Source: an optimization exercise on an open RTL-to-GDS flow (aim: small area, a short achievable clock period and few clock cycles). Production flows keep margins and buffers that such runs may drop. Function was checked by simulation only, so behaviour that the tests miss may differ from the original. Power and IR drop assume default switching activity.

--- standard.sh ---
#!/bin/bash
# synth_recipe.tcl (not shown) runs the flow's synth.tcl, then flattens the netlist and writes it again
# the make line also repeats each setting of config.mk as NAME=value (left out here)
make -C /OpenROAD-flow-scripts/flow DESIGN_CONFIG=/design/flow/config.mk WORK_HOME=/design/flow/orfs CLKGATE_MAP_FILE= SYNTH_SCRIPT=/design/flow/synth_recipe.tcl "${@:-finish}"
--- config.mk ---
export PLATFORM = sky130hd
export DESIGN_NAME = isp_top
export DESIGN_NICKNAME = isp_top
export VERILOG_FILES = /design/flow/design.v
export SDC_FILE = /design/flow/constraint.sdc
export NUM_CORES = 4
export LEC_CHECK = 0
export ABC_AREA = 1
export CAP_MARGIN = 20
export CORE_MARGIN = 2
export CORE_UTILIZATION = 60
export CTS_CLUSTER_DIAMETER = 80
export CTS_CLUSTER_SIZE = 30
export SETUP_SLACK_MARGIN = 5
export SLEW_MARGIN = 20
--- flow/run.sh ---
#!/bin/bash
# The standard layout (standard.sh), with plain buffers (buf_1) on the
# ports instead of the delay buffers buffer_ports picks by default, and
# timing repair aimed at a setup slack of 5 ns.
set -euo pipefail
mkdir -p logs
export BUFFER_PORTS_ARGS="-buffer_cell sky130_fd_sc_hd__buf_1"
bash standard.sh SETUP_SLACK_MARGIN=5 finish > logs/standard.log 2>&1
--- constraint.sdc ---
create_clock -name core_clock -period 8.0 [get_ports {clk}]
set_input_delay 1.6000 -clock core_clock [delete_from_list [all_inputs] [get_ports {clk}]]
set_output_delay 1.6000 -clock core_clock [all_outputs]
set_load 0.01 [all_outputs]
--- design.v ---
`default_nettype none
package isp_pkg;
    localparam int BEATS_PER_PIC  = 192;
    localparam int PIX_PER_BEAT   = 16;
    localparam int PLANE_BEATS    = 64;
    localparam int WIN_SIZE       = 6;
    localparam int WIN_FIRST_ROW  = 13;
    localparam int WIN_FIRST_COL  = 13;
    localparam int EXPO_SHIFT     = 10;
    localparam int RESULT_LATENCY = 16;
    typedef logic [7:0]   pixel_t;
    typedef logic [127:0] beat_t;
    typedef logic [7:0]   beat_idx_t;
    typedef logic [1:0]   ratio_t;
    typedef logic [7:0]   result_t;
    typedef logic [13:0]  diff_sum_t;
endpackage
`default_nettype wire
`timescale 1ns/1ps
`default_nettype none
module isp_focus_contrast (
    input  logic       clk,
    input  logic       rst_n,
    input  logic       start,
    input  logic [7:0] t0,
    input  logic [7:0] t1,
    input  logic [7:0] t2,
    input  logic [7:0] n0,
    input  logic [7:0] u0,
    input  logic [7:0] u1,
    input  logic [7:0] u2,
    output logic       rot,
    output logic       done,
    output logic [1:0] res
);
    typedef enum logic [1:0] {
        PH_IDLE,
        PH_ROT,       
        PH_SETTLE,    
        PH_DIV        
    } phase_t;
    phase_t     phase;
    logic [1:0] pass;
    logic [3:0] e;            
    logic [3:0] cnt;
    logic       last_step;
    assign rot       = (phase == PH_ROT);
    assign last_step = (pass == 2'd2) && (e == 4'd9);
    always_ff @(posedge clk or negedge rst_n) begin
        if (!rst_n) begin
            phase <= PH_IDLE;
            done  <= 1'b0;
        end else begin
            done <= 1'b0;
            if (start) begin
                phase <= PH_ROT;
            end else begin
                case (phase)
                    PH_ROT:    if (last_step) phase <= PH_SETTLE;
                    PH_SETTLE: if (cnt == 4'd4) phase <= PH_DIV;
                    PH_DIV: begin
                        if (cnt == 4'd0) begin
                            phase <= PH_IDLE;
                            done  <= 1'b1;
                        end
                    end
                    default: ;
                endcase
            end
        end
    end
    logic [1:0] pass_n;
    logic [3:0] e_n;
    always_comb begin
        pass_n = pass;
        e_n    = e;
        if (start) begin
            pass_n = '0;
            e_n    = '0;
        end else if (rot) begin
            e_n = (e == 4'd11) ? 4'd0 : e + 4'd1;
            if (e == 4'd11) begin
                pass_n = pass + 2'd1;
            end
        end
    end
    always_ff @(posedge clk) begin
        pass <= pass_n;
        e    <= e_n;
        case (phase)
            PH_ROT:    cnt <= '0;
            PH_SETTLE: cnt <= (cnt == 4'd4) ? 4'd8 : cnt + 4'd1;
            PH_DIV:    cnt <= cnt - 4'd1;
            default: ;
        endcase
    end
    logic [2:0] rn;
    logic       hn;
    logic       r14, r13, r23, r2, r04;
    logic       vd  [2];
    logic       c4d [2];
    logic       c2d [2];
    logic [1:0] sel;          
    logic       val [2];
    logic       c4  [2];
    logic       c2  [2];
    logic [7:0] opa [2];
    logic [7:0] opb [2];
    assign rn  = e_n[3:1];
    assign hn  = e_n[0];
    assign r14 = (rn >= 3'd1) && (rn <= 3'd4);
    assign r13 = (rn >= 3'd1) && (rn <= 3'd3);
    assign r23 = (rn == 3'd2) || (rn == 3'd3);
    assign r2  = (rn == 3'd2);
    assign r04 = (rn <= 3'd4);
    always_comb begin
        case (pass_n)
            2'd0: begin
                vd[0] = 1'b1;  c4d[0] = hn && r14;   c2d[0] = 1'b0;
                vd[1] = 1'b1;  c4d[1] = !hn && r14;  c2d[1] = 1'b0;
            end
            2'd1: begin
                vd[0] = r04;   c4d[0] = hn && r13;   c2d[0] = hn && r2;
                vd[1] = !hn;   c4d[1] = !hn && r14;  c2d[1] = !hn && r23;
            end
            default: begin
                vd[0] = r04;   c4d[0] = r13;         c2d[0] = 1'b0;
                vd[1] = r04;   c4d[1] = !hn && r13;  c2d[1] = !hn && r2;
            end
        endcase
    end
    always_ff @(posedge clk) begin
        sel <= {pass_n == 2'd2, pass_n == 2'd1};
        for (int j = 0; j < 2; j++) begin
            val[j] <= vd[j];
            c4[j]  <= c4d[j];
            c2[j]  <= c2d[j];
        end
    end
    always_comb begin
        opa[0] = sel[1] ? t1 : t0;
        opb[0] = sel[1] ? u1 : (sel[0] ? u0 : t1);
        opa[1] = t2;
        opb[1] = sel[1] ? u2 : (sel[0] ? n0 : t1);
    end
    logic [8:0] sd  [2];
    logic [7:0] dq  [2];
    logic       iq  [2];
    logic       q4m [2];
    logic       q2m [2];
    always_comb begin
        for (int j = 0; j < 2; j++) begin
            sd[j] = {1'b0, opa[j]} + {1'b0, ~opb[j]};
        end
    end
    always_ff @(posedge clk) begin
        for (int j = 0; j < 2; j++) begin
            dq[j]  <= (rot && val[j]) ? (sd[j][7:0] ^ {8{!sd[j][8]}}) : 8'd0;
            iq[j]  <= rot && val[j] && sd[j][8];
            q4m[j] <= c4[j];
            q2m[j] <= c2[j];
        end
    end
    logic [13:0] s6, s4;
    logic [9:0]  s2;
    logic [2:0]  k6, k4;      
    logic [1:0]  k2;          
    logic [13:0] a6x, a6y, a4x, a4y;
    logic [9:0]  a2x;
    logic        a2i;
    logic [13:0] n6, n4;
    logic [9:0]  n2;
    logic [2:0]  m6, m4;
    logic [1:0]  m2;
    logic [13:0] cs6, cc6, cs4, cc4;
    logic [14:0] cy6, cy4;
    logic [10:0] cy2;
    logic [13:0] b6, b4;
    always_comb begin
        a6x = 14'(dq[0]);
        a6y = 14'(dq[1]);
        a4x = 14'(dq[0] & {8{q4m[0]}});
        a4y = 14'(dq[1] & {8{q4m[1]}});
        a2x = 10'((dq[0] & {8{q2m[0]}}) | (dq[1] & {8{q2m[1]}}));
        a2i = (iq[0] && q2m[0]) || (iq[1] && q2m[1]);
        for (int k = 0; k < 14; k++) begin
            cs6[k] = s6[k] ^ a6x[k] ^ a6y[k];
            cc6[k] = (s6[k] & a6x[k]) | (s6[k] & a6y[k]) | (a6x[k] & a6y[k]);
            b6[k]  = (k == 0) ? iq[0] : cc6[k == 0 ? 0 : k - 1];
        end
        cy6[0] = iq[1];
        for (int k = 0; k < 14; k++) begin
            n6[k]     = cs6[k] ^ b6[k] ^ cy6[k];
            cy6[k+1]  = (cs6[k] & b6[k]) | (cs6[k] & cy6[k]) | (b6[k] & cy6[k]);
            if (k == 3 || k == 7 || k == 11) begin
                m6[k/4]  = cy6[k+1];
                cy6[k+1] = k6[k/4];
            end
        end
        for (int k = 0; k < 14; k++) begin
            cs4[k] = s4[k] ^ a4x[k] ^ a4y[k];
            cc4[k] = (s4[k] & a4x[k]) | (s4[k] & a4y[k]) | (a4x[k] & a4y[k]);
            b4[k]  = (k == 0) ? (iq[0] && q4m[0]) : cc4[k == 0 ? 0 : k - 1];
        end
        cy4[0] = iq[1] && q4m[1];
        for (int k = 0; k < 14; k++) begin
            n4[k]     = cs4[k] ^ b4[k] ^ cy4[k];
            cy4[k+1]  = (cs4[k] & b4[k]) | (cs4[k] & cy4[k]) | (b4[k] & cy4[k]);
            if (k == 3 || k == 7 || k == 11) begin
                m4[k/4]  = cy4[k+1];
                cy4[k+1] = k4[k/4];
            end
        end
        cy2[0] = a2i;
        for (int k = 0; k < 10; k++) begin
            n2[k]    = s2[k] ^ a2x[k] ^ cy2[k];
            cy2[k+1] = (s2[k] & a2x[k]) | (s2[k] & cy2[k]) | (a2x[k] & cy2[k]);
            if (k == 3 || k == 7) begin
                m2[k/4]  = cy2[k+1];
                cy2[k+1] = k2[k/4];
            end
        end
    end
    always_ff @(posedge clk) begin
        if (start) begin
            s6 <= '0;
            s4 <= '0;
            s2 <= '0;
            k6 <= '0;
            k4 <= '0;
            k2 <= '0;
        end else begin
            s6 <= n6;
            s4 <= n4;
            s2 <= n2;
            k6 <= m6;
            k4 <= m4;
            k2 <= m2;
        end
    end
    logic [5:0] rem;           
    logic [6:0] rem2;
    logic       qb6, qb2, qb4;
    logic       eq26, gt26, eq46, gt46, eq24, gt24;
    assign qb2  = (cnt <= 4'd7) ? s2[cnt + 4'd2] : 1'b0;
    assign qb4  = s4[cnt + 4'd4];
    assign rem2 = {rem, s6[cnt]};
    assign qb6  = (rem2 >= 7'd36);
    always_ff @(posedge clk) begin
        if (phase == PH_SETTLE) begin
            rem  <= {1'b0, s6[13:9]};
            eq26 <= 1'b1;
            gt26 <= 1'b0;
            eq46 <= 1'b1;
            gt46 <= 1'b0;
            eq24 <= 1'b1;
            gt24 <= 1'b0;
        end else if (phase == PH_DIV) begin
            rem <= 6'(qb6 ? rem2 - 7'd36 : rem2);
            if (eq26 && qb2 != qb6) begin
                eq26 <= 1'b0;
                gt26 <= qb2;
            end
            if (eq46 && qb4 != qb6) begin
                eq46 <= 1'b0;
                gt46 <= qb4;
            end
            if (eq24 && qb2 != qb4) begin
                eq24 <= 1'b0;
                gt24 <= qb2;
            end
        end
    end
    always_comb begin
        if ((eq24 || gt24) && (eq26 || gt26)) begin
            res = 2'd0;
        end else if (eq46 || gt46) begin
            res = 2'd1;
        end else begin
            res = 2'd2;
        end
    end
endmodule
`default_nettype wire
`timescale 1ns/1ps
`default_nettype none
module isp_exposure_acc (
    input  logic          clk,
    input  logic [127:0]  x,
    output logic [10:0]   sa,
    output logic [10:0]   sb
);
    logic s1;
    logic c2;
    logic s3;
    logic c4;
    logic s5;
    logic c6;
    logic s7;
    logic c8;
    logic s9;
    logic c10;
    logic s11;
    logic c12;
    logic s13;
    logic c14;
    logic s15;
    logic c16;
    logic s17;
    logic c18;
    logic s19;
    logic c20;
    logic s21;
    logic c22;
    logic s23;
    logic c24;
    logic s25;
    logic c26;
    logic s27;
    logic c28;
    logic s29;
    logic c30;
    logic s31;
    logic c32;
    logic s33;
    logic c34;
    logic s35;
    logic c36;
    logic s37;
    logic c38;
    logic s39;
    logic c40;
    logic s41;
    logic c42;
    logic s43;
    logic c44;
    logic s45;
    logic c46;
    logic s47;
    logic c48;
    logic s49;
    logic c50;
    logic s51;
    logic c52;
    logic s53;
    logic c54;
    logic s55;
    logic c56;
    logic s57;
    logic c58;
    logic s59;
    logic c60;
    logic s61;
    logic c62;
    logic s63;
    logic c64;
    logic s65;
    logic c66;
    logic s67;
    logic c68;
    logic s69;
    logic c70;
    logic s71;
    logic c72;
    logic s73;
    logic c74;
    logic s75;
    logic c76;
    logic s77;
    logic c78;
    logic s79;
    logic c80;
    logic s81;
    logic c82;
    logic s83;
    logic c84;
    logic s85;
    logic c86;
    logic s87;
    logic c88;
    logic s89;
    logic c90;
    logic s91;
    logic c92;
    logic s93;
    logic c94;
    logic s95;
    logic c96;
    logic s97;
    logic c98;
    logic s99;
    logic c100;
    logic s101;
    logic c102;
    logic s103;
    logic c104;
    logic s105;
    logic c106;
    logic s107;
    logic c108;
    logic s109;
    logic c110;
    logic s111;
    logic c112;
    logic s113;
    logic c114;
    logic s115;
    logic c116;
    logic s117;
    logic c118;
    logic s119;
    logic c120;
    logic s121;
    logic c122;
    logic s123;
    logic c124;
    logic s125;
    logic c126;
    logic s127;
    logic c128;
    logic q129;
    logic q130;
    logic q131;
    logic q132;
    logic q133;
    logic q134;
    logic q135;
    logic q136;
    logic q137;
    logic q138;
    logic q139;
    logic q140;
    logic q141;
    logic q142;
    logic q143;
    logic q144;
    logic q145;
    logic q146;
    logic q147;
    logic q148;
    logic q149;
    logic q150;
    logic q151;
    logic q152;
    logic q153;
    logic q154;
    logic q155;
    logic q156;
    logic q157;
    logic q158;
    logic q159;
    logic q160;
    logic q161;
    logic q162;
    logic q163;
    logic q164;
    logic q165;
    logic q166;
    logic q167;
    logic q168;
    logic q169;
    logic q170;
    logic q171;
    logic q172;
    logic q173;
    logic q174;
    logic q175;
    logic q176;
    logic q177;
    logic q178;
    logic q179;
    logic q180;
    logic q181;
    logic q182;
    logic q183;
    logic q184;
    logic q185;
    logic q186;
    logic q187;
    logic q188;
    logic q189;
    logic q190;
    logic q191;
    logic q192;
    logic s193;
    logic c194;
    logic s195;
    logic c196;
    logic s197;
    logic c198;
    logic s199;
    logic c200;
    logic s201;
    logic c202;
    logic s203;
    logic c204;
    logic s205;
    logic c206;
    logic s207;
    logic c208;
    logic s209;
    logic c210;
    logic s211;
    logic c212;
    logic s213;
    logic c214;
    logic s215;
    logic c216;
    logic s217;
    logic c218;
    logic s219;
    logic c220;
    logic s221;
    logic c222;
    logic s223;
    logic c224;
    logic s225;
    logic c226;
    logic s227;
    logic c228;
    logic s229;
    logic c230;
    logic s231;
    logic c232;
    logic s233;
    logic c234;
    logic s235;
    logic c236;
    logic s237;
    logic c238;
    logic s239;
    logic c240;
    logic s241;
    logic c242;
    logic s243;
    logic c244;
    logic s245;
    logic c246;
    logic s247;
    logic c248;
    logic s249;
    logic c250;
    logic s251;
    logic c252;
    logic s253;
    logic c254;
    logic s255;
    logic c256;
    logic s257;
    logic c258;
    logic s259;
    logic c260;
    logic s261;
    logic c262;
    logic s263;
    logic c264;
    logic s265;
    logic c266;
    logic s267;
    logic c268;
    logic s269;
    logic c270;
    logic s271;
    logic c272;
    logic s273;
    logic c274;
    logic s275;
    logic c276;
    logic s277;
    logic c278;
    logic s279;
    logic c280;
    logic s281;
    logic c282;
    assign s1 = x[0] ^ x[8] ^ x[16];
    assign c2 = (x[0] & x[8]) | (x[0] & x[16]) | (x[8] & x[16]);
    assign s3 = x[24] ^ x[32] ^ x[40];
    assign c4 = (x[24] & x[32]) | (x[24] & x[40]) | (x[32] & x[40]);
    assign s5 = x[48] ^ x[56] ^ x[64];
    assign c6 = (x[48] & x[56]) | (x[48] & x[64]) | (x[56] & x[64]);
    assign s7 = x[72] ^ x[80] ^ x[88];
    assign c8 = (x[72] & x[80]) | (x[72] & x[88]) | (x[80] & x[88]);
    assign s9 = x[96] ^ x[104] ^ x[112];
    assign c10 = (x[96] & x[104]) | (x[96] & x[112]) | (x[104] & x[112]);
    assign s11 = x[1] ^ x[9] ^ x[17];
    assign c12 = (x[1] & x[9]) | (x[1] & x[17]) | (x[9] & x[17]);
    assign s13 = x[25] ^ x[33] ^ x[41];
    assign c14 = (x[25] & x[33]) | (x[25] & x[41]) | (x[33] & x[41]);
    assign s15 = x[49] ^ x[57] ^ x[65];
    assign c16 = (x[49] & x[57]) | (x[49] & x[65]) | (x[57] & x[65]);
    assign s17 = x[73] ^ x[81] ^ x[89];
    assign c18 = (x[73] & x[81]) | (x[73] & x[89]) | (x[81] & x[89]);
    assign s19 = x[97] ^ x[105] ^ x[113];
    assign c20 = (x[97] & x[105]) | (x[97] & x[113]) | (x[105] & x[113]);
    assign s21 = x[2] ^ x[10] ^ x[18];
    assign c22 = (x[2] & x[10]) | (x[2] & x[18]) | (x[10] & x[18]);
    assign s23 = x[26] ^ x[34] ^ x[42];
    assign c24 = (x[26] & x[34]) | (x[26] & x[42]) | (x[34] & x[42]);
    assign s25 = x[50] ^ x[58] ^ x[66];
    assign c26 = (x[50] & x[58]) | (x[50] & x[66]) | (x[58] & x[66]);
    assign s27 = x[74] ^ x[82] ^ x[90];
    assign c28 = (x[74] & x[82]) | (x[74] & x[90]) | (x[82] & x[90]);
    assign s29 = x[98] ^ x[106] ^ x[114];
    assign c30 = (x[98] & x[106]) | (x[98] & x[114]) | (x[106] & x[114]);
    assign s31 = x[3] ^ x[11] ^ x[19];
    assign c32 = (x[3] & x[11]) | (x[3] & x[19]) | (x[11] & x[19]);
    assign s33 = x[27] ^ x[35] ^ x[43];
    assign c34 = (x[27] & x[35]) | (x[27] & x[43]) | (x[35] & x[43]);
    assign s35 = x[51] ^ x[59] ^ x[67];
    assign c36 = (x[51] & x[59]) | (x[51] & x[67]) | (x[59] & x[67]);
    assign s37 = x[75] ^ x[83] ^ x[91];
    assign c38 = (x[75] & x[83]) | (x[75] & x[91]) | (x[83] & x[91]);
    assign s39 = x[99] ^ x[107] ^ x[115];
    assign c40 = (x[99] & x[107]) | (x[99] & x[115]) | (x[107] & x[115]);
    assign s41 = x[4] ^ x[12] ^ x[20];
    assign c42 = (x[4] & x[12]) | (x[4] & x[20]) | (x[12] & x[20]);
    assign s43 = x[28] ^ x[36] ^ x[44];
    assign c44 = (x[28] & x[36]) | (x[28] & x[44]) | (x[36] & x[44]);
    assign s45 = x[52] ^ x[60] ^ x[68];
    assign c46 = (x[52] & x[60]) | (x[52] & x[68]) | (x[60] & x[68]);
    assign s47 = x[76] ^ x[84] ^ x[92];
    assign c48 = (x[76] & x[84]) | (x[76] & x[92]) | (x[84] & x[92]);
    assign s49 = x[100] ^ x[108] ^ x[116];
    assign c50 = (x[100] & x[108]) | (x[100] & x[116]) | (x[108] & x[116]);
    assign s51 = x[5] ^ x[13] ^ x[21];
    assign c52 = (x[5] & x[13]) | (x[5] & x[21]) | (x[13] & x[21]);
    assign s53 = x[29] ^ x[37] ^ x[45];
    assign c54 = (x[29] & x[37]) | (x[29] & x[45]) | (x[37] & x[45]);
    assign s55 = x[53] ^ x[61] ^ x[69];
    assign c56 = (x[53] & x[61]) | (x[53] & x[69]) | (x[61] & x[69]);
    assign s57 = x[77] ^ x[85] ^ x[93];
    assign c58 = (x[77] & x[85]) | (x[77] & x[93]) | (x[85] & x[93]);
    assign s59 = x[101] ^ x[109] ^ x[117];
    assign c60 = (x[101] & x[109]) | (x[101] & x[117]) | (x[109] & x[117]);
    assign s61 = x[6] ^ x[14] ^ x[22];
    assign c62 = (x[6] & x[14]) | (x[6] & x[22]) | (x[14] & x[22]);
    assign s63 = x[30] ^ x[38] ^ x[46];
    assign c64 = (x[30] & x[38]) | (x[30] & x[46]) | (x[38] & x[46]);
    assign s65 = x[54] ^ x[62] ^ x[70];
    assign c66 = (x[54] & x[62]) | (x[54] & x[70]) | (x[62] & x[70]);
    assign s67 = x[78] ^ x[86] ^ x[94];
    assign c68 = (x[78] & x[86]) | (x[78] & x[94]) | (x[86] & x[94]);
    assign s69 = x[102] ^ x[110] ^ x[118];
    assign c70 = (x[102] & x[110]) | (x[102] & x[118]) | (x[110] & x[118]);
    assign s71 = x[7] ^ x[15] ^ x[23];
    assign c72 = (x[7] & x[15]) | (x[7] & x[23]) | (x[15] & x[23]);
    assign s73 = x[31] ^ x[39] ^ x[47];
    assign c74 = (x[31] & x[39]) | (x[31] & x[47]) | (x[39] & x[47]);
    assign s75 = x[55] ^ x[63] ^ x[71];
    assign c76 = (x[55] & x[63]) | (x[55] & x[71]) | (x[63] & x[71]);
    assign s77 = x[79] ^ x[87] ^ x[95];
    assign c78 = (x[79] & x[87]) | (x[79] & x[95]) | (x[87] & x[95]);
    assign s79 = x[103] ^ x[111] ^ x[119];
    assign c80 = (x[103] & x[111]) | (x[103] & x[119]) | (x[111] & x[119]);
    assign s81 = s1 ^ s3 ^ s5;
    assign c82 = (s1 & s3) | (s1 & s5) | (s3 & s5);
    assign s83 = s7 ^ s9 ^ x[120];
    assign c84 = (s7 & s9) | (s7 & x[120]) | (s9 & x[120]);
    assign s85 = s11 ^ s13 ^ s15;
    assign c86 = (s11 & s13) | (s11 & s15) | (s13 & s15);
    assign s87 = s17 ^ s19 ^ x[121];
    assign c88 = (s17 & s19) | (s17 & x[121]) | (s19 & x[121]);
    assign s89 = c2 ^ c4 ^ c6;
    assign c90 = (c2 & c4) | (c2 & c6) | (c4 & c6);
    assign s91 = s21 ^ s23 ^ s25;
    assign c92 = (s21 & s23) | (s21 & s25) | (s23 & s25);
    assign s93 = s27 ^ s29 ^ x[122];
    assign c94 = (s27 & s29) | (s27 & x[122]) | (s29 & x[122]);
    assign s95 = c12 ^ c14 ^ c16;
    assign c96 = (c12 & c14) | (c12 & c16) | (c14 & c16);
    assign s97 = s31 ^ s33 ^ s35;
    assign c98 = (s31 & s33) | (s31 & s35) | (s33 & s35);
    assign s99 = s37 ^ s39 ^ x[123];
    assign c100 = (s37 & s39) | (s37 & x[123]) | (s39 & x[123]);
    assign s101 = c22 ^ c24 ^ c26;
    assign c102 = (c22 & c24) | (c22 & c26) | (c24 & c26);
    assign s103 = s41 ^ s43 ^ s45;
    assign c104 = (s41 & s43) | (s41 & s45) | (s43 & s45);
    assign s105 = s47 ^ s49 ^ x[124];
    assign c106 = (s47 & s49) | (s47 & x[124]) | (s49 & x[124]);
    assign s107 = c32 ^ c34 ^ c36;
    assign c108 = (c32 & c34) | (c32 & c36) | (c34 & c36);
    assign s109 = s51 ^ s53 ^ s55;
    assign c110 = (s51 & s53) | (s51 & s55) | (s53 & s55);
    assign s111 = s57 ^ s59 ^ x[125];
    assign c112 = (s57 & s59) | (s57 & x[125]) | (s59 & x[125]);
    assign s113 = c42 ^ c44 ^ c46;
    assign c114 = (c42 & c44) | (c42 & c46) | (c44 & c46);
    assign s115 = s61 ^ s63 ^ s65;
    assign c116 = (s61 & s63) | (s61 & s65) | (s63 & s65);
    assign s117 = s67 ^ s69 ^ x[126];
    assign c118 = (s67 & s69) | (s67 & x[126]) | (s69 & x[126]);
    assign s119 = c52 ^ c54 ^ c56;
    assign c120 = (c52 & c54) | (c52 & c56) | (c54 & c56);
    assign s121 = s71 ^ s73 ^ s75;
    assign c122 = (s71 & s73) | (s71 & s75) | (s73 & s75);
    assign s123 = s77 ^ s79 ^ x[127];
    assign c124 = (s77 & s79) | (s77 & x[127]) | (s79 & x[127]);
    assign s125 = c62 ^ c64 ^ c66;
    assign c126 = (c62 & c64) | (c62 & c66) | (c64 & c66);
    assign s127 = c72 ^ c74 ^ c76;
    assign c128 = (c72 & c74) | (c72 & c76) | (c74 & c76);
    assign s193 = q131 ^ q132 ^ q133;
    assign c194 = (q131 & q132) | (q131 & q133) | (q132 & q133);
    assign s195 = q134 ^ q135 ^ q136;
    assign c196 = (q134 & q135) | (q134 & q136) | (q135 & q136);
    assign s197 = q138 ^ q139 ^ q140;
    assign c198 = (q138 & q139) | (q138 & q140) | (q139 & q140);
    assign s199 = q141 ^ q142 ^ q143;
    assign c200 = (q141 & q142) | (q141 & q143) | (q142 & q143);
    assign s201 = q146 ^ q147 ^ q148;
    assign c202 = (q146 & q147) | (q146 & q148) | (q147 & q148);
    assign s203 = q149 ^ q150 ^ q151;
    assign c204 = (q149 & q150) | (q149 & q151) | (q150 & q151);
    assign s205 = q154 ^ q155 ^ q156;
    assign c206 = (q154 & q155) | (q154 & q156) | (q155 & q156);
    assign s207 = q157 ^ q158 ^ q159;
    assign c208 = (q157 & q158) | (q157 & q159) | (q158 & q159);
    assign s209 = q162 ^ q163 ^ q164;
    assign c210 = (q162 & q163) | (q162 & q164) | (q163 & q164);
    assign s211 = q165 ^ q166 ^ q167;
    assign c212 = (q165 & q166) | (q165 & q167) | (q166 & q167);
    assign s213 = q170 ^ q171 ^ q172;
    assign c214 = (q170 & q171) | (q170 & q172) | (q171 & q172);
    assign s215 = q173 ^ q174 ^ q175;
    assign c216 = (q173 & q174) | (q173 & q175) | (q174 & q175);
    assign s217 = q178 ^ q179 ^ q180;
    assign c218 = (q178 & q179) | (q178 & q180) | (q179 & q180);
    assign s219 = q181 ^ q182 ^ q183;
    assign c220 = (q181 & q182) | (q181 & q183) | (q182 & q183);
    assign s221 = q186 ^ q187 ^ q188;
    assign c222 = (q186 & q187) | (q186 & q188) | (q187 & q188);
    assign s223 = q189 ^ q190 ^ q191;
    assign c224 = (q189 & q190) | (q189 & q191) | (q190 & q191);
    assign s225 = s193 ^ s195 ^ q137;
    assign c226 = (s193 & s195) | (s193 & q137) | (s195 & q137);
    assign s227 = s197 ^ s199 ^ q144;
    assign c228 = (s197 & s199) | (s197 & q144) | (s199 & q144);
    assign s229 = q145 ^ c194 ^ c196;
    assign c230 = (q145 & c194) | (q145 & c196) | (c194 & c196);
    assign s231 = s201 ^ s203 ^ q152;
    assign c232 = (s201 & s203) | (s201 & q152) | (s203 & q152);
    assign s233 = q153 ^ c198 ^ c200;
    assign c234 = (q153 & c198) | (q153 & c200) | (c198 & c200);
    assign s235 = s205 ^ s207 ^ q160;
    assign c236 = (s205 & s207) | (s205 & q160) | (s207 & q160);
    assign s237 = q161 ^ c202 ^ c204;
    assign c238 = (q161 & c202) | (q161 & c204) | (c202 & c204);
    assign s239 = s209 ^ s211 ^ q168;
    assign c240 = (s209 & s211) | (s209 & q168) | (s211 & q168);
    assign s241 = q169 ^ c206 ^ c208;
    assign c242 = (q169 & c206) | (q169 & c208) | (c206 & c208);
    assign s243 = s213 ^ s215 ^ q176;
    assign c244 = (s213 & s215) | (s213 & q176) | (s215 & q176);
    assign s245 = q177 ^ c210 ^ c212;
    assign c246 = (q177 & c210) | (q177 & c212) | (c210 & c212);
    assign s247 = s217 ^ s219 ^ q184;
    assign c248 = (s217 & s219) | (s217 & q184) | (s219 & q184);
    assign s249 = q185 ^ c214 ^ c216;
    assign c250 = (q185 & c214) | (q185 & c216) | (c214 & c216);
    assign s251 = s221 ^ s223 ^ c218;
    assign c252 = (s221 & s223) | (s221 & c218) | (s223 & c218);
    assign s253 = q192 ^ c222 ^ c224;
    assign c254 = (q192 & c222) | (q192 & c224) | (c222 & c224);
    assign s255 = s227 ^ s229 ^ c226;
    assign c256 = (s227 & s229) | (s227 & c226) | (s229 & c226);
    assign s257 = s231 ^ s233 ^ c228;
    assign c258 = (s231 & s233) | (s231 & c228) | (s233 & c228);
    assign s259 = s235 ^ s237 ^ c232;
    assign c260 = (s235 & s237) | (s235 & c232) | (s237 & c232);
    assign s261 = s239 ^ s241 ^ c236;
    assign c262 = (s239 & s241) | (s239 & c236) | (s241 & c236);
    assign s263 = s243 ^ s245 ^ c240;
    assign c264 = (s243 & s245) | (s243 & c240) | (s245 & c240);
    assign s265 = s247 ^ s249 ^ c244;
    assign c266 = (s247 & s249) | (s247 & c244) | (s249 & c244);
    assign s267 = s251 ^ c220 ^ c248;
    assign c268 = (s251 & c220) | (s251 & c248) | (c220 & c248);
    assign s269 = s257 ^ c230 ^ c256;
    assign c270 = (s257 & c230) | (s257 & c256) | (c230 & c256);
    assign s271 = s259 ^ c234 ^ c258;
    assign c272 = (s259 & c234) | (s259 & c258) | (c234 & c258);
    assign s273 = s261 ^ c238 ^ c260;
    assign c274 = (s261 & c238) | (s261 & c260) | (c238 & c260);
    assign s275 = s263 ^ c242 ^ c262;
    assign c276 = (s263 & c242) | (s263 & c262) | (c242 & c262);
    assign s277 = s265 ^ c246 ^ c264;
    assign c278 = (s265 & c246) | (s265 & c264) | (c246 & c264);
    assign s279 = s267 ^ c250 ^ c266;
    assign c280 = (s267 & c250) | (s267 & c266) | (c250 & c266);
    assign s281 = s253 ^ c252 ^ c268;
    assign c282 = (s253 & c252) | (s253 & c268) | (c252 & c268);
    always_ff @(posedge clk) begin
        q129 <= s81;
        q130 <= s83;
        q131 <= s85;
        q132 <= s87;
        q133 <= s89;
        q134 <= c8;
        q135 <= c10;
        q136 <= c82;
        q137 <= c84;
        q138 <= s91;
        q139 <= s93;
        q140 <= s95;
        q141 <= c18;
        q142 <= c20;
        q143 <= c86;
        q144 <= c88;
        q145 <= c90;
        q146 <= s97;
        q147 <= s99;
        q148 <= s101;
        q149 <= c28;
        q150 <= c30;
        q151 <= c92;
        q152 <= c94;
        q153 <= c96;
        q154 <= s103;
        q155 <= s105;
        q156 <= s107;
        q157 <= c38;
        q158 <= c40;
        q159 <= c98;
        q160 <= c100;
        q161 <= c102;
        q162 <= s109;
        q163 <= s111;
        q164 <= s113;
        q165 <= c48;
        q166 <= c50;
        q167 <= c104;
        q168 <= c106;
        q169 <= c108;
        q170 <= s115;
        q171 <= s117;
        q172 <= s119;
        q173 <= c58;
        q174 <= c60;
        q175 <= c110;
        q176 <= c112;
        q177 <= c114;
        q178 <= s121;
        q179 <= s123;
        q180 <= s125;
        q181 <= c68;
        q182 <= c70;
        q183 <= c116;
        q184 <= c118;
        q185 <= c120;
        q186 <= s127;
        q187 <= c78;
        q188 <= c80;
        q189 <= c122;
        q190 <= c124;
        q191 <= c126;
        q192 <= c128;
        sa <= {c254, s281, s279, s277, s275, s273, s271, s269, s255, s225, q129};
        sb <= {c282, c280, c278, c276, c274, c272, c270, 1'b0, 1'b0, 1'b0, q130};
    end
endmodule
`default_nettype wire
`timescale 1ns/1ps
`default_nettype none
module isp_top (
    input  logic             clk,
    input  logic             rst_n,
    input  logic             in_valid,
    input  logic             in_mode,
    input  isp_pkg::ratio_t  in_ratio_mode,
    input  logic             pix_valid,
    input  isp_pkg::beat_t   pix_data,
    output logic             busy,
    output logic             out_valid,
    output isp_pkg::result_t out_data
);
    logic [7:0] bcnt;       
    logic       mode_q;
    logic [1:0] ratio_q;
    logic       busy_q;
    logic       rmode;      
    logic [1:0] rratio;
    logic       last0;
    assign last0 = pix_valid && (bcnt == 8'd191);
    always_ff @(posedge clk or negedge rst_n) begin
        if (!rst_n) begin
            bcnt    <= '0;
            mode_q  <= 1'b0;
            ratio_q <= '0;
            busy_q  <= 1'b0;
            rmode   <= 1'b0;
            rratio  <= '0;
        end else begin
            if (in_valid) begin
                bcnt    <= '0;
                mode_q  <= in_mode;
                ratio_q <= in_ratio_mode;
                busy_q  <= 1'b1;
            end else if (pix_valid) begin
                bcnt <= last0 ? 8'd0 : bcnt + 8'd1;
                if (last0) begin
                    busy_q <= 1'b0;
                end
            end
            if (last0) begin
                rmode  <= mode_q;
                rratio <= ratio_q;
            end
        end
    end
    assign busy = busy_q;
    logic red0, green0, blue0, wrow0;
    assign red0   = (bcnt[7:6] == 2'd0);
    assign green0 = (bcnt[7:6] == 2'd1);
    assign blue0  = (bcnt[7:6] == 2'd2);
    assign wrow0  = (bcnt[5:0] >= 6'd26) && (bcnt[5:0] <= 6'd37);
    logic       sat;
    logic [3:0] colmask0;
    logic [7:0] bcnt_n;
    logic [1:0] ratio_n;
    logic       mode_n;
    logic [3:0] thr_n;
    logic [127:0] xbits;
    assign bcnt_n  = in_valid ? 8'd0 : (pix_valid ? (last0 ? 8'd0 : bcnt + 8'd1) : bcnt);
    assign ratio_n = in_valid ? in_ratio_mode : ratio_q;
    assign mode_n  = in_valid ? in_mode : mode_q;
    assign thr_n   = (bcnt_n[7:6] == 2'd1) ? 4'(3 - ratio_n) : 4'(4 - ratio_n);
    always_ff @(posedge clk) begin
        sat <= mode_n && (ratio_n == 2'd3);
        for (int j = 0; j < 4; j++) begin
            colmask0[j] <= (4'(j) >= thr_n);
        end
    end
    always_comb begin
        for (int i = 0; i < 16; i++) begin
            for (int j = 0; j < 7; j++) begin
                xbits[8*i + j] = (j >= 4 || colmask0[j % 4]) && (pix_data[8*i + j] || (sat && pix_data[8*i + 7]));
            end
            xbits[8*i + 7] = !sat && pix_data[8*i + 7];
        end
    end
    logic [10:0] sa, sb;
    isp_exposure_acc i_tree (
        .clk (clk),
        .x   (xbits),
        .sa  (sa),
        .sb  (sb)
    );
    logic        v1, v2, e3;
    logic        first1, first2, last1, last2, g1, g2;
    logic [18:0] acc;     
    always_ff @(posedge clk or negedge rst_n) begin
        if (!rst_n) begin
            v1    <= 1'b0;
            v2    <= 1'b0;
            last1 <= 1'b0;
            last2 <= 1'b0;
            e3    <= 1'b0;
        end else begin
            v1    <= pix_valid;
            v2    <= v1;
            last1 <= last0;
            last2 <= last1;
            e3    <= v2 && last2;
        end
    end
    always_ff @(posedge clk) begin
        first1 <= pix_valid && (bcnt == 8'd0);
        first2 <= first1;
        g1     <= green0;
        g2     <= g1;
        acc <= (first2 ? 19'd0 : acc)
             + (!v2 ? 19'd0 : g2 ? 19'(sa) : 19'(sa[10:1]))
             + (!v2 ? 19'd0 : g2 ? 19'(sb) : 19'(sb[10:1]));
    end
    logic [7:0] expo_res;
    always_comb begin
        case (rratio)
            2'd0:    expo_res = {2'b0, acc[18:13]};
            2'd1:    expo_res = {1'b0, acc[18:12]};
            2'd2:    expo_res = acc[18:11];
            default: expo_res = acc[17:10];
        endcase
    end
    logic       wv1, wred1, wend1;
    logic [6:0] wp1 [3];
    always_ff @(posedge clk or negedge rst_n) begin
        if (!rst_n) begin
            wv1    <= 1'b0;
            wend1  <= 1'b0;
        end else begin
            wv1    <= pix_valid && !mode_q && wrow0;
            wend1  <= pix_valid && !mode_q && blue0 && (bcnt[5:0] == 6'd37);
        end
    end
    always_ff @(posedge clk) begin
        wred1 <= red0;
        for (int j = 0; j < 3; j++) begin
            if (bcnt[0]) begin
                wp1[j] <= green0 ? pix_data[8*j + 1 +: 7] : {1'b0, pix_data[8*j + 2 +: 6]};
            end else begin
                wp1[j] <= green0 ? pix_data[8*(13 + j) + 1 +: 7] : {1'b0, pix_data[8*(13 + j) + 2 +: 6]};
            end
        end
    end
    logic [7:0] ch [3][12];
    logic       pact;         
    logic       chain_en;
    assign chain_en = wv1 || pact;
    always_ff @(posedge clk) begin
        if (chain_en) begin
            for (int j = 0; j < 3; j++) begin
                ch[j][0] <= (wred1 && wv1 ? 8'd0 : ch[j][11]) + (wv1 ? 8'(wp1[j]) : 8'd0);
                for (int k = 1; k < 12; k++) begin
                    ch[j][k] <= ch[j][k-1];
                end
            end
        end
    end
    logic       fdone_p;
    logic [1:0] fres;
    isp_focus_contrast i_contrast (
        .clk   (clk),
        .rst_n (rst_n),
        .start (wv1 && wend1),
        .t0    (ch[0][11]),
        .t1    (ch[1][11]),
        .t2    (ch[2][11]),
        .n0    (ch[0][10]),
        .u0    (ch[0][9]),
        .u1    (ch[1][9]),
        .u2    (ch[2][9]),
        .rot   (pact),
        .done  (fdone_p),
        .res   (fres)
    );
    logic pend, fire, fdone;
    assign fire = (e3 || pend) && (rmode || fdone);
    always_ff @(posedge clk or negedge rst_n) begin
        if (!rst_n) begin
            pend      <= 1'b0;
            fdone     <= 1'b0;
            out_valid <= 1'b0;
            out_data  <= '0;
        end else begin
            pend      <= !fire && (pend || e3);
            fdone     <= !fire && (fdone || fdone_p);
            out_valid <= fire;
            out_data  <= fire ? (rmode ? expo_res : {6'd0, fres}) : 8'd0;
        end
    end
endmodule
`default_nettype wire
==> impl_metrics.toml, run 1 <==
[layout]
drive_gt1_share_pct = 5.26
final_cell_area_sq_mm = 0.0277
syn_to_final_growth_pct = 8.89
fillCellCount = 3320
instances_no_fill = 3030
fin_nets = 2848
num_antenna_cells = 0
utilization_pct = 66.1

[route]
viasPerCell = 5.16
num_vias = 15600
drc_errors = 0
wirelength_um = 51500
post_drt_wl_per_cell_um = 17.0
dr.pass1.iters = 5
ant_nets = 0
drt-initial-drc-count = 1245

[grt]
grt_pass1_vias = 16100
antenna_found_initial = 0
track_usage_pct = 23.9
grt_max_degree = 152
grt_pass1_wl_um = 82400
overflow = 0

[min_path]
whs_path_depth = 0
min_to = "i_contrast.q4m[1]"
hold_class = "reg2reg"
hold_start = "i_contrast.c4[1]"

[yosys]
yosysSeqAreaShare_pct = 56.1
synth_seq_cells = 555
synthesis.nets = 2708
ys_warn_count = 20
synth-edff-count = 297
yosys.cell_types.count = 57
syn_area_sq_mm = 0.0254
syn_avg_cell_area_sq_um = 10.9
synthCells = 2329
synthArstFlopShare_pct = 6.49
synth-main-ff-cell = "edfxtp_1"

[timing]
period_share_pct = 36.3
clock_skew_ns = 0.0229
tightest_slew_ns = 0.969
finalHoldViolCount = 0
max_freq_mhz = 344
finalMaxSlewViolations = 0
max_slew_margin_pct = 35.3
setup_viol = 0
whs_ns = 0.336
min_period_ns = 2.91
fin_ws_ns = 5.09
fin_setup_tns_ns = 0
rsz0062_at_grt = "true"

[critical_path]
regToRegSetupSlack_ns = 5.13
r2r-end = "i_tree.q130"
crit_path_max_incr_delay_ns = 0.47
critPathLaunchType = "input pin"
critPathMaxFanout = 4
critPathKind = "in2reg"
cp_data_arrival_time_ns = 3.38
crit_chain = "buf_1, nand2_1, inv_1, nor2_1, nor2_1, fa_1, fa_1"
cp_slowest_cell = "fa_1"
r2r_start = "sat"
worstSetupEndpointType = "register"
cp.required_ns = 8.47
rr_worst_depth = 6

[floorplanning]
dieArea_sq_mm = 0.0441
die_w_um = 210
row_count = 75
die_h_um = 210
core_area_sq_mm = 0.0419
start_util_pct = 60.7
ios = 145

[placement]
pre_cts_ws_ns = 4.49
place.gp.congestion = 0.966
portBuffers = 144
placed_area_sq_mm = 0.0265
hpwl_um = 39800
dp.cells = 2971

[clock_tree]
cts_max_level = 1
cts_root_buffer = "clkbuf_16"
cts_buffer_depth = 3
clk_pin_slew_ns = 0.10
hold_buffers = 0
clkSinkCount = 555
cts-buffers-inserted = 29
tritoncts = "built"
clk-insertion-delay-late_ns = 0.59

[power]
ir_drop_v = 0.000157
p_per_area_mw_per_mm2 = 239
power_mw = 6.61
p_leak_nw = 11.9

[job]
cap_violations = 0

[outcome]
status = "no timing/DRC/antenna violations"
==> area by class of cell <==
| cell class | count | area, sq um | area share [%] |
|---|---|---|---|
| inverters | 414 | 1570 | 5.65 |
| clock inverters | 18 | 269 | 0.971 |
| repair buffers | 154 | 633 | 2.28 |
| well taps | 539 | 674 | 2.43 |
| clock buffers | 35 | 758 | 2.74 |
| repair inverters | 2 | 12.5 | 0.0452 |
| flip-flops and latches | 555 | 14300 | 51.5 |
| multi-input cells | 1313 | 9520 | 34.4 |
==> registers in the layout, indices dropped and copies added (netlist names), 10 cells and up <==
name and cells:
i_contrast.s2 10, wp1 21, i_contrast.s4 14, ch 288, i_tree.sa 11, i_contrast.dq 16, acc 19, i_contrast.s6 14
==> timing repair <==
action / in CTS / in global routing
pin swaps: 1 / 1
gates cloned: 1 / 1
hold endpoints to repair: 0 / 0
buffers inserted: 1 / 3
resized for setup: 9 / 24
setup endpoints to repair: 37 / 105
==> report_power, final <==
group	internal [mW]	switching, mW
clock	0.747	0.986
combinational	0.686	0.864
sequential	3.22	0.116
==> cells in the final DEF (no fill, tap or decap), types with 4 or more instances in the layout <==
cell	Yosys	layout
nand3_1	58	58
clkinv_8	0	7
nand2_2	6	7
o22ai_1	30	26
buf_4	3	8
or2_2	13	6
nand3_2	4	4
a21oi_1	92	92
o21ai_1	5	12
nand4_1	11	11
nand2_1	352	350
dfrtp_1	36	34
nor2_4	3	4
dfxtp_1	222	217
inv_12	0	4
nor3_1	11	11
inv_2	10	14
a31oi_1	4	4
xor2_1	40	40
edfxtp_1	297	297
clkbuf_1	40	5
o21ai_0	97	90
or2_4	0	7
inv_1	401	394
clkbuf_16	0	29
buf_1	0	143
a22oi_1	5	5
a22o_1	7	7
fa_1	166	166
o22ai_2	0	4
nor2_1	263	262
xnor2_1	22	22
ha_1	78	76
o211ai_1	10	10
dfxtp_2	0	4
==> routing by layer <==
metal / track usage, % / wire [um] / up-vias
met4: 6.60 / 1250 / 0
li1: - / - / 7708
met2: 38.8 / 23700 / 392
met3: 3.90 / 2860 / 80
met5: 0 / 0 / -
met1: 33.9 / 23600 / 7463
==> cells by family (layout without fill, tap and decap cells) <==
| family | Yosys count | in the layout | synth area share (%) |
|---|---|---|---|
| compound gates | 273 | 273 | 6.14 |
| fa+ha+maj | 244 | 244 | 16.9 |
| simple gates | 732 | 732 | 11.8 |
| xor+xnor | 62 | 62 | 2.13 |
| buf+inv | 461 | 623 | 6.87 |
| flops | 555 | 555 | 56.1 |
| mux | 2 | 2 | 0.0787 |
==> worst max-delay path: cells and delay by family <==
| family | cells | cell delay, ns |
|---|---|---|
| fa+ha+maj | 2 | 0.92 |
| buf+inv | 2 | 0.44 |
| simple gates | 3 | 0.40 |
==> Yosys cell counts (3+ instances only) <==
library cell  instances  area [sq um]
a21oi_1              92           460
a22o_1                7          61.3
a22oi_1               5          37.5
a31oi_1               4          25.0
buf_2                 4          20.0
buf_4                 3          22.5
clkbuf_1             40           150
dfrtp_1              36           901
dfxtp_1             222          4440
edfxtp_1            297          8920
fa_1                166          3320
ha_1                 78           976
inv_1               401          1510
inv_2                10          37.5
nand2_1             352          1320
nand2_2               6          37.5
nand3_1              58           290
nand3_2               4          40.0
nand4_1              11          68.8
nor2_1              263           987
nor2_4                3          33.8
nor3_1               11          55.1
o211ai_1             10          75.1
o21ai_0              97           485
o21ai_1               5          25.0
o221ai_1              3          26.3
o22ai_1              30           188
or2_2                13          81.3
xnor2_1              22           193
xor2_1               40           350
==> worst max-delay path by stage <==
stage               slack [ns]           startpoint     endpoint
global placement          4.50        pix_data[111]  i_tree.q130
CTS                       4.92                   v2      acc[11]
floorplan                 4.83  i_contrast.phase[0]     ch[0][0]
global route              4.89                   v2      acc[11]
finish                    5.09        pix_data[111]  i_tree.q130
detailed placement        4.49         pix_data[15]  i_tree.q138
Testbench counts, summed over its fixed seeds: cycles 18,626.
==> inputs of run 2 (changes only) <==
--- a/config.mk
+++ b/config.mk
@@ -14,2 +14,3 @@
 export SETUP_SLACK_MARGIN = 5
 export SLEW_MARGIN = 20
+export TNS_END_PERCENT = 30
==> impl_metrics.toml, run 2 <==
[timing]
max_freq_mhz = 343
period_share_pct = 36.4
tightest_slew_ns = 0.944
finalMaxSlewViolations = 0
fin_ws_ns = 5.09
fin_setup_tns_ns = 0
setup_viol = 0
rsz0062_at_grt = "true"
min_period_ns = 2.91
finalHoldViolCount = 0
clock_skew_ns = 0.0173
max_slew_margin_pct = 37.0

[route]
num_vias = 15700
drt-initial-drc-count = 1164
viasPerCell = 5.19
wirelength_um = 51800
post_drt_wl_per_cell_um = 17.1
ant_nets = 0
dr.pass1.iters = 6
drc_errors = 0

[yosys]
syn_avg_cell_area_sq_um = 10.9
synth_compound_area_share_pct = 6.14
synth_seq_cells = 555
synthAdderAreaFrac_pct = 16.9
synthesis.nets = 2708
synthArstFlopShare_pct = 6.49
yosysSeqAreaShare_pct = 56.1
synth_xor_xnor_area_share_pct = 2.13
synth_top_family_by_area = "adder cells"
syn_area_sq_mm = 0.0254
synthMuxAreaShare_pct = 0.0787
synth.most_common_cell = "inv_1"
synth_top_area_share_pct = 35.0
synth-edff-count = 297
yosys-top-cells-count = "inv_1, nand2_1, edfxtp_1"
ys_warn_count = 20
synthCells = 2329
synthTopCellsByArea = "edfxtp_1, dfxtp_1, fa_1"
yosys.cell_types.count = 57
synthSimpleGateAreaFrac_pct = 11.8
synth-main-ff-cell = "edfxtp_1"
yosysTopAreaCell = "edfxtp_1"

[floorplanning]
core_area_sq_mm = 0.0419
start_util_pct = 60.7
die_h_um = 210
dieArea_sq_mm = 0.0441
ios = 145
die_w_um = 210
row_count = 75

[clock_tree]
clk_pin_slew_ns = 0.10
tritoncts = "built"
cts_root_buffer = "clkbuf_16"
clk-insertion-delay-late_ns = 0.60
cts_buffer_depth = 3
hold_buffers = 0
cts-buffers-inserted = 29
clkSinkCount = 555
cts_max_level = 1

[critical_path]
critPathLaunchType = "input pin"
crit_chain = "buf_1, nand2_1, inv_1, o21ai_0, fa_1, inv_1, fa_1"
cp.required_ns = 8.47
r2r_start = "sat"
critPathMaxFanout = 7
cp_top_family = "adder cells"
cp_slowest_cell = "fa_1"
critPathLaunch = "pix_data[79]"
cp_data_arrival_time_ns = 3.38
path_buf_inv = 3
crit_path_max_incr_delay_ns = 0.56
worstSetupEndpointType = "register"
critPathKind = "in2reg"

[layout]
largest_register = "ch"
final_cell_area_sq_mm = 0.0277
num_antenna_cells = 0
reg_top3 = "ch: 288 flops, wp1: 21 flops, acc: 19 flops"
drive_gt1_share_pct = 5.29
fin_nets = 2851
syn_to_final_growth_pct = 9.03
layout_common_cells = "inv_1, nand2_1, edfxtp_1"
largest_reg_flops = 288
final_common_cell = "inv_1"

[placement]
pre_cts_ws_ns = 4.51
hpwl_um = 39700
place.gp.congestion = 0.958
portBuffers = 144
placed_area_sq_mm = 0.0265

[power]
p_per_area_mw_per_mm2 = 243
ir_drop_v = 0.000170
p_leak_nw = 11.9
power_mw = 6.73

[grt]
grt_pass1_wl_um = 83400
grt_max_degree = 180
grt_pass1_vias = 16000
antenna_found_initial = 0
track_usage_pct = 24.1
overflow = 0

[min_path]
hold_class = "reg2reg"
hold_start = "i_contrast.c4[0]"

[outcome]
status = "no timing/DRC/antenna violations"

[job]
cap_violations = 0
-- run 2: worst paths after layout --
path	endpoint	slack (ns)	cells after the start
max	i_tree.q132	5.09	7
min	i_contrast.q4m[0]	0.33	0
max reg2reg	i_tree.q130	5.15	6
min reg2reg	i_contrast.q4m[0]	0.33	0
max in group asynchronous	v2	6.27	1
min in group asynchronous	bcnt[1]	1.13	1
-- run 2: stage by stage --
| step | instances | hold WS, ns | util, % |
|---|---|---|---|
| finish | 3033 | 0.331 | 66.1 |
| detailed placement | 2971 | 0.314 | 63.2 |
| floorplan | 2329 | 0.310 | - |
| CTS | 3027 | 0.338 | 65.9 |
| global placement | 2971 | 0.312 | 63.2 |
| global route | 3033 | 0.336 | 66.1 |
-- run 2: report_power, final --
part	internal [mW]	switching (mW)	total [mW]	leakage, nW
clock	0.808	0.999	1.81	0.513
combinational	0.701	0.894	1.60	6.42
sequential	3.22	0.114	3.33	4.99
-- run 2: per-layer routing --
layer  GRT usage (%)  part of all wire [%]  vias to the layer above
met5               0                     0                        -
met4            5.21                   1.9                        0
met3            2.44                   4.8                       69
met2            40.3                    48                      382
met1            34.8                    46                     7579
li1                -                     -                     7717
-- run 2: kinds of logic (layout without fill, tap and decap cells) --
kind of cell    count (synthesis)  count (layout)
buf+inv                       461             626
mux                             2               2
flops                         555             555
simple gates                  732             732
compound gates                273             273
xor+xnor                       62              62
fa+ha+maj                     244             244
-- run 2: cell type report --
type | instances | area (sq um)
Sequential cell | 555 | 14300
Fill cell | 3320 | 14200
Multi-Input combinational cell | 1313 | 9500
Inverter | 414 | 1570
Clock buffer | 35 | 748
Tap cell | 539 | 674
Timing Repair Buffer | 157 | 652
Clock inverter | 18 | 323
Timing Repair inverter | 2 | 12.5
-- run 2: timing repair --
action                     in CTS  in global routing
hold endpoints to repair        0                  0
setup endpoints to repair      39                 50
gates cloned                    1                  1
buffers inserted                2                  5
pin swaps                       1                  2
resized for setup               8                 22
==> inputs of run 3 (changes only) <==
--- a/config.mk
+++ b/config.mk
@@ -14,3 +14,3 @@
 export SETUP_SLACK_MARGIN = 5
 export SLEW_MARGIN = 20
-export TNS_END_PERCENT = 30
+export TNS_END_PERCENT = 10
==> impl_metrics.toml, run 3 <==
[outcome]
status = "no timing/DRC/antenna violations"

[timing]
max_freq_mhz = 345
fin_setup_tns_ns = 0
period_share_pct = 36.3
finalHoldViolCount = 0
finalMaxSlewViolations = 0
setup_viol = 0
tightest_slew_ns = 0.947
max_slew_margin_pct = 36.8
clock_skew_ns = 0.0177
min_period_ns = 2.90
rsz0062_at_grt = "true"

[job]
cap_violations = 0

[power]
p_leak_nw = 11.9
p_seq_share_pct = 49.5
switchingPower_mw = 2.01
pwr-share-comb_pct = 23.6
intPower_mw = 4.72
p_per_area_mw_per_mm2 = 243
power_frac_clock_pct = 26.8
ir_drop_v = 0.000170
switching_share_pct = 29.8

[yosys]
syn_area_sq_mm = 0.0254
synth-main-ff-cell = "edfxtp_1"
yosys-top-cells-count = "inv_1, nand2_1, edfxtp_1"
synthTopCellsByArea = "edfxtp_1, dfxtp_1, fa_1"
ys_warn_count = 20
yosys.cell_types.count = 57
synth-edff-count = 297
synth_top_area_share_pct = 35.0
yosysTopAreaCell = "edfxtp_1"
syn_avg_cell_area_sq_um = 10.9
yosysSeqAreaShare_pct = 56.1
synth.most_common_cell = "inv_1"
synthCells = 2329
synthArstFlopShare_pct = 6.49
synth_seq_cells = 555
synthesis.nets = 2708

[clock_tree]
clkSinkCount = 555
cts-buffers-inserted = 29
clk-insertion-delay-late_ns = 0.60
tritoncts = "built"
cts_buffer_depth = 3
cts_max_level = 1
cts_root_buffer = "clkbuf_16"
clk_pin_slew_ns = 0.10

[placement]
hpwl_um = 39700
portBuffers = 144
place.gp.congestion = 0.958

[route]
num_vias = 15800
ant_nets = 0
post_drt_wl_per_cell_um = 17.1
dr.pass1.iters = 6
wirelength_um = 51800
viasPerCell = 5.20
drt-initial-drc-count = 1169
drc_errors = 0

[layout]
utilization_pct = 66.1
drive_gt1_share_pct = 5.22
fillCellCount = 3318
layout_common_cells = "inv_1, nand2_1, edfxtp_1"
fin_nets = 2849
largest_register = "ch"
syn_to_final_growth_pct = 8.96
final_common_cell = "inv_1"
num_antenna_cells = 0
largest_reg_flops = 288
reg_top3 = "ch: 288 flops, wp1: 21 flops, acc: 19 flops"

[grt]
track_usage_pct = 24.1
overflow = 0
grt_max_degree = 180
grt_pass1_vias = 16000
antenna_found_initial = 0
grt_pass1_wl_um = 83300

[floorplanning]
dieArea_sq_mm = 0.0441
die_w_um = 210
row_count = 75
die_h_um = 210
start_util_pct = 60.7
ios = 145
core_area_sq_mm = 0.0419

[critical_path]
cp_data_arrival_time_ns = 3.37
critPathKind = "in2reg"
critPathMaxFanout = 7
worstSetupEndpointType = "register"
cp.required_ns = 8.47
critPathLaunchType = "input pin"

[min_path]
hold_class = "reg2reg"
-- run 3: layout make-up --
class	count	area (sq um)	area share [%]
clock buffers	35	748	2.70
clock inverters	18	323	1.16
inverters	414	1560	5.64
multi-input cells	1313	9500	34.3
flip-flops and latches	555	14300	51.5
well taps	539	674	2.43
repair buffers	155	637	2.30
repair inverters	2	12.5	0.0451
-- run 3: cell families after synthesis --
group,share of synthesized area (%)
fa+ha+maj,16.9
mux,0.0787
simple gates,11.8
xor+xnor,2.13
compound gates,6.14
flops,56.1
buf+inv,6.87
-- run 3: critical path, cell delays in order --
cell     delay (ns)
buf_1          0.14
nand2_1        0.08
inv_1          0.27
o21ai_0        0.19
fa_1           0.56
inv_1          0.06
fa_1           0.47
-- run 3: final timing paths --
kind	from	to	slack, ns	cells after the start
worst max-delay path	pix_data[79]	i_tree.q132	5.10	7
worst min-delay path	i_contrast.c4[0]	i_contrast.q4m[0]	0.33	0
worst max register to register	first2	acc[17]	5.13	11
worst min register to register	i_contrast.c4[0]	i_contrast.q4m[0]	0.33	0
max in group asynchronous	rst_n	wv1	6.28	1
min in group asynchronous	rst_n	bcnt[1]	1.12	1
-- run 3: repair_timing --
item,CTS,global route
gates resized for setup,7,21
endpoints found under the hold margin,0,0
hold buffers,0,0
gates cloned,1,1
buffers inserted,0,5
endpoints found under the setup margin,39,50
pin swaps,0,2
-- run 3: power groups by stage --
| stage | logic (mW) | registers [mW] | clock network, mW |
|---|---|---|---|
| 2_1_floorplan | 1.13 | 3.35 | 0 |
| 3_3_place_gp | 1.51 | 3.40 | 0 |
| 3_5_place_dp | 1.60 | 3.40 | 0 |
| 4_1_cts | 1.60 | 3.33 | 1.86 |
| 5_1_grt | 1.84 | 3.35 | 1.95 |
| 6_report | 1.59 | 3.33 | 1.81 |
-- run 3: per-stage QoR --
step / hold WS (ns) / setup WS (ns) / power (mW) / cells / area (sq um)
floorplan: 0.310 / 4.83 / 4.48 / 2329 / 25400
global placement: 0.312 / 4.51 / 4.90 / 2971 / 26500
detailed placement: 0.314 / 4.51 / 5.00 / 2971 / 26500
CTS: 0.338 / 4.84 / 6.79 / 3025 / 27600
global route: 0.336 / 4.90 / 7.14 / 3031 / 27700
finish: 0.331 / 5.10 / 6.73 / 3031 / 27700
-- run 3: metal layers --
| layer | GRT usage, % | vias to the layer above | wire, um |
|---|---|---|---|
| met1 | 34.8 | 7578 | 23400 |
| met2 | 40.3 | 399 | 24800 |
| met4 | 5.21 | 0 | 990 |
| li1 | - | 7713 | - |
| met3 | 2.44 | 75 | 2580 |
| met5 | 0 | - | 0 |
==> inputs of run 4 (changes only) <==
==> flow/run.sh (replaced) <==
#!/bin/bash
# The standard layout (standard.sh), with plain buffers (buf_1) on the
# ports instead of the delay buffers buffer_ports picks by default, and
# timing repair aimed at a setup slack of 5.3 ns.
set -euo pipefail
mkdir -p logs
export BUFFER_PORTS_ARGS="-buffer_cell sky130_fd_sc_hd__buf_1"
bash standard.sh SETUP_SLACK_MARGIN=5.3 finish > logs/standard.log 2>&1
--- a/config.mk
+++ b/config.mk
@@ -14,3 +14,2 @@
 export SETUP_SLACK_MARGIN = 5
 export SLEW_MARGIN = 20
-export TNS_END_PERCENT = 10
==> impl_metrics.toml, run 4 <==
[outcome]
status = "no timing/DRC/antenna violations"

[min_path]
hold_start = "i_contrast.c4[0]"
hold_class = "reg2reg"

[timing]
clock_skew_ns = 0.0263
finalMaxSlewViolations = 0
rsz0062_at_grt = "true"
tightest_slew_ns = 0.940
max_freq_mhz = 359
finalHoldViolCount = 0
period_share_pct = 34.8
min_period_ns = 2.78
max_slew_margin_pct = 37.3
whs_ns = 0.331
setup_viol = 0
fin_setup_tns_ns = 0

[yosys]
synth-main-ff-cell = "edfxtp_1"
synth-edff-count = 297
yosysTopAreaCell = "edfxtp_1"
synth_seq_cells = 555
synth_top_area_share_pct = 35.0
synthCells = 2329
yosysSeqAreaShare_pct = 56.1
synthArstFlopShare_pct = 6.49
synthTopCellsByArea = "edfxtp_1, dfxtp_1, fa_1"
syn_area_sq_mm = 0.0254
synth_top_family_by_area = "adder cells"
synth_xor_xnor_area_share_pct = 2.13
synth_compound_area_share_pct = 6.14
syn_avg_cell_area_sq_um = 10.9
synth.most_common_cell = "inv_1"
synthMuxAreaShare_pct = 0.0787
synthSimpleGateAreaFrac_pct = 11.8
synthAdderAreaFrac_pct = 16.9
yosys-top-cells-count = "inv_1, nand2_1, edfxtp_1"
yosys.cell_types.count = 57
synthesis.nets = 2708
ys_warn_count = 20

[clock_tree]
cts-buffers-inserted = 31
clk-insertion-delay-late_ns = 0.62
clkSinkCount = 555
cts_root_buffer = "clkbuf_16"
hold_buffers = 0
cts_max_level = 1
tritoncts = "built"
cts_buffer_depth = 3
clk_pin_slew_ns = 0.10

[power]
p_per_area_mw_per_mm2 = 245
switching_share_pct = 31.0
p_leak_nw = 12.3
power_frac_clock_pct = 27.2
switchingPower_mw = 2.20
ir_drop_v = 0.000208
intPower_mw = 4.90
p_seq_share_pct = 47.2
pwr-share-comb_pct = 25.6

[placement]
portBuffers = 144
place.gp.congestion = 0.921
hpwl_um = 40000

[critical_path]
r2r-end = "acc[14]"
critPathLaunch = "v2"
critPathMaxFanout = 5
cp_slowest_cell = "fa_1"
cp_data_arrival_time_ns = 3.33
rr_worst_depth = 15
crit_path_max_incr_delay_ns = 0.47
r2r_start = "v2"
crit_chain = "inv_2, nor2_4, clkinvlp_4, o22ai_2, fa_1, ha_4, nand2_4, inv_2, nand4_1, o211ai_1, buf_4, nand3_2, o211ai_1, buf_4, xnor2_2"
critPathKind = "reg2reg"
worstSetupEndpointType = "register"
endpoint = "acc[14]"
critPathLaunchType = "register"
cp.required_ns = 8.54
regToRegSetupSlack_ns = 5.22

[floorplanning]
row_count = 75
start_util_pct = 60.7
die_h_um = 210
core_area_sq_mm = 0.0419
dieArea_sq_mm = 0.0441
ios = 145
die_w_um = 210

[layout]
largest_register = "ch"
largest_reg_flops = 288
drive_gt1_share_pct = 14.2
multiInputGateArea_sq_mm = 0.0103
area.sequential_sq_mm = 0.0143
syn_to_final_growth_pct = 14.0
num_antenna_cells = 0
fin_nets = 2883
layout_common_cells = "inv_1, nand2_1, edfxtp_1"
reg_top3 = "ch: 288 flops, wp1: 21 flops, acc: 19 flops"
final_common_cell = "inv_1"
fillCellCount = 3113

[route]
post_drt_wl_per_cell_um = 17.7
ant_nets = 0
drt-initial-drc-count = 1203
viasPerCell = 5.27
dr.pass1.iters = 5
drc_errors = 0
num_vias = 16200
wirelength_um = 54400

[grt]
track_usage_pct = 25.1
overflow = 0
antenna_found_initial = 1
grt_pass1_vias = 16200
grt_max_degree = 80
grt_pass1_wl_um = 85300

[job]
cap_violations = 0
-- run 4: area by class of cell --
class | count | share of cell area, %
repair buffers | 185 | 3.14
clock buffers | 34 | 2.86
clock inverters | 22 | 1.23
repair inverters | 3 | 0.0690
inverters | 414 | 5.64
multi-input cells | 1314 | 35.5
well taps | 539 | 2.32
flip-flops and latches | 555 | 49.3
-- run 4: per-stage QoR --
| step | utilization (%) | worst slack [ns] | cells | area [sq um] | total power, mW |
|---|---|---|---|---|---|
| finish | 69.2 | 5.22 | 3066 | 29000 | 7.10 |
| global route | 69.2 | 5.10 | 3066 | 29000 | 7.53 |
| CTS | 68.2 | 5.22 | 3047 | 28600 | 7.05 |
| detailed placement | 64.6 | 4.52 | 2973 | 27100 | 5.04 |
| global placement | 64.6 | 4.53 | 2973 | 27100 | 4.95 |
| floorplan | - | 4.83 | 2329 | 26000 | 4.52 |
-- run 4: logic make-up after synthesis --
group	after synthesis
buf+inv	461
compound gates	273
simple gates	732
flops	555
fa+ha+maj	244
xor+xnor	62
mux	2
-- run 4: worst min-delay path by stage --
| stage | to | slack (ns) | cells past startpoint |
|---|---|---|---|
| 6_report | i_contrast.q4m[0] | 0.33 | 0 |
| 5_1_grt | i_contrast.q4m[0] | 0.34 | 0 |
| 4_1_cts | i_contrast.q4m[0] | 0.33 | 0 |
| 3_5_place_dp | g2 | 0.31 | 0 |
| 3_3_place_gp | g2 | 0.31 | 0 |
| 2_1_floorplan | first2 | 0.31 | 0 |
-- run 4: what timing repair did --
action	in CTS	in global routing
endpoints found under the setup margin	233	142
resized for setup	70	78
cloned	4	0
pin swaps	11	26
setup buffers	14	19
hold endpoints to repair	0	0
-- run 4: worst max-delay path, delay by kind of cell, from the launching register on --
family | cells | cell delay (ns)
simple gates | 4 | 0.37
fa+ha+maj | 2 | 0.81
flops | 1 | 0.43
compound gates | 3 | 0.39
buf+inv | 5 | 0.63
xor+xnor | 1 | 0.09
-- run 4: power by group through the flow --
stage | combinational, mW | sequential, mW | clock (mW)
after CTS | 1.73 | 3.35 | 1.97
after global routing | 2.10 | 3.37 | 2.06
final | 1.82 | 3.35 | 1.93
after floorplan | 1.17 | 3.35 | 0
after global placement | 1.54 | 3.41 | 0
after detailed placement | 1.63 | 3.41 | 0
-- run 4: layer usage --
layer	vias up	wire length (um)	global-route usage, %
met5	-	0	0
met4	0	1590	6.97
met3	84	2380	2.70
met2	370	26200	41.7
met1	7918	24200	35.5
li1	7782	-	-

[afterwards: timing with drivers on the ports]
In the flow no input, the clock included, has a driving cell. The finished layouts below were timed again as built, in two steps. Step 1 (the two cells are an assumption about what drives the block):
set clk [get_ports {clk}]
set_driving_cell -lib_cell sky130_fd_sc_hd__clkbuf_16 $clk
set_driving_cell -lib_cell sky130_fd_sc_hd__buf_2 [delete_from_list [all_inputs] $clk]
Step 2 also shifts input and output timing later by t, the mid clock arrival at the registers, as if the neighbouring blocks saw the same clock. Slacks: ideal / step 1 / step 2; pairs: ideal / step 1.
run | shift t [ns] | slack for setup (ns) | hold WS [ns] | worst slew at a driven data input, ns
run 1 | 0.633 | 5.094 / 5.115 / 4.483 | 0.336 / 0.336 / 0.336 | 0.05
run 2 | 0.645 | 5.088 / 5.115 / 4.470 | 0.331 / 0.331 / 0.331 | 0.07
run 3 | 0.646 | 5.100 / 5.127 / 4.481 | 0.331 / 0.331 / 0.331 | 0.07
run 4 | 0.667 | 5.216 / 5.209 / 4.684 | 0.331 / 0.331 / 0.331 | 0.04
After both steps setup and hold are still met in every run listed. The setup slack of run 3, which loses most, moves by +0.027 ns with the drivers and by -0.619 ns with both steps.
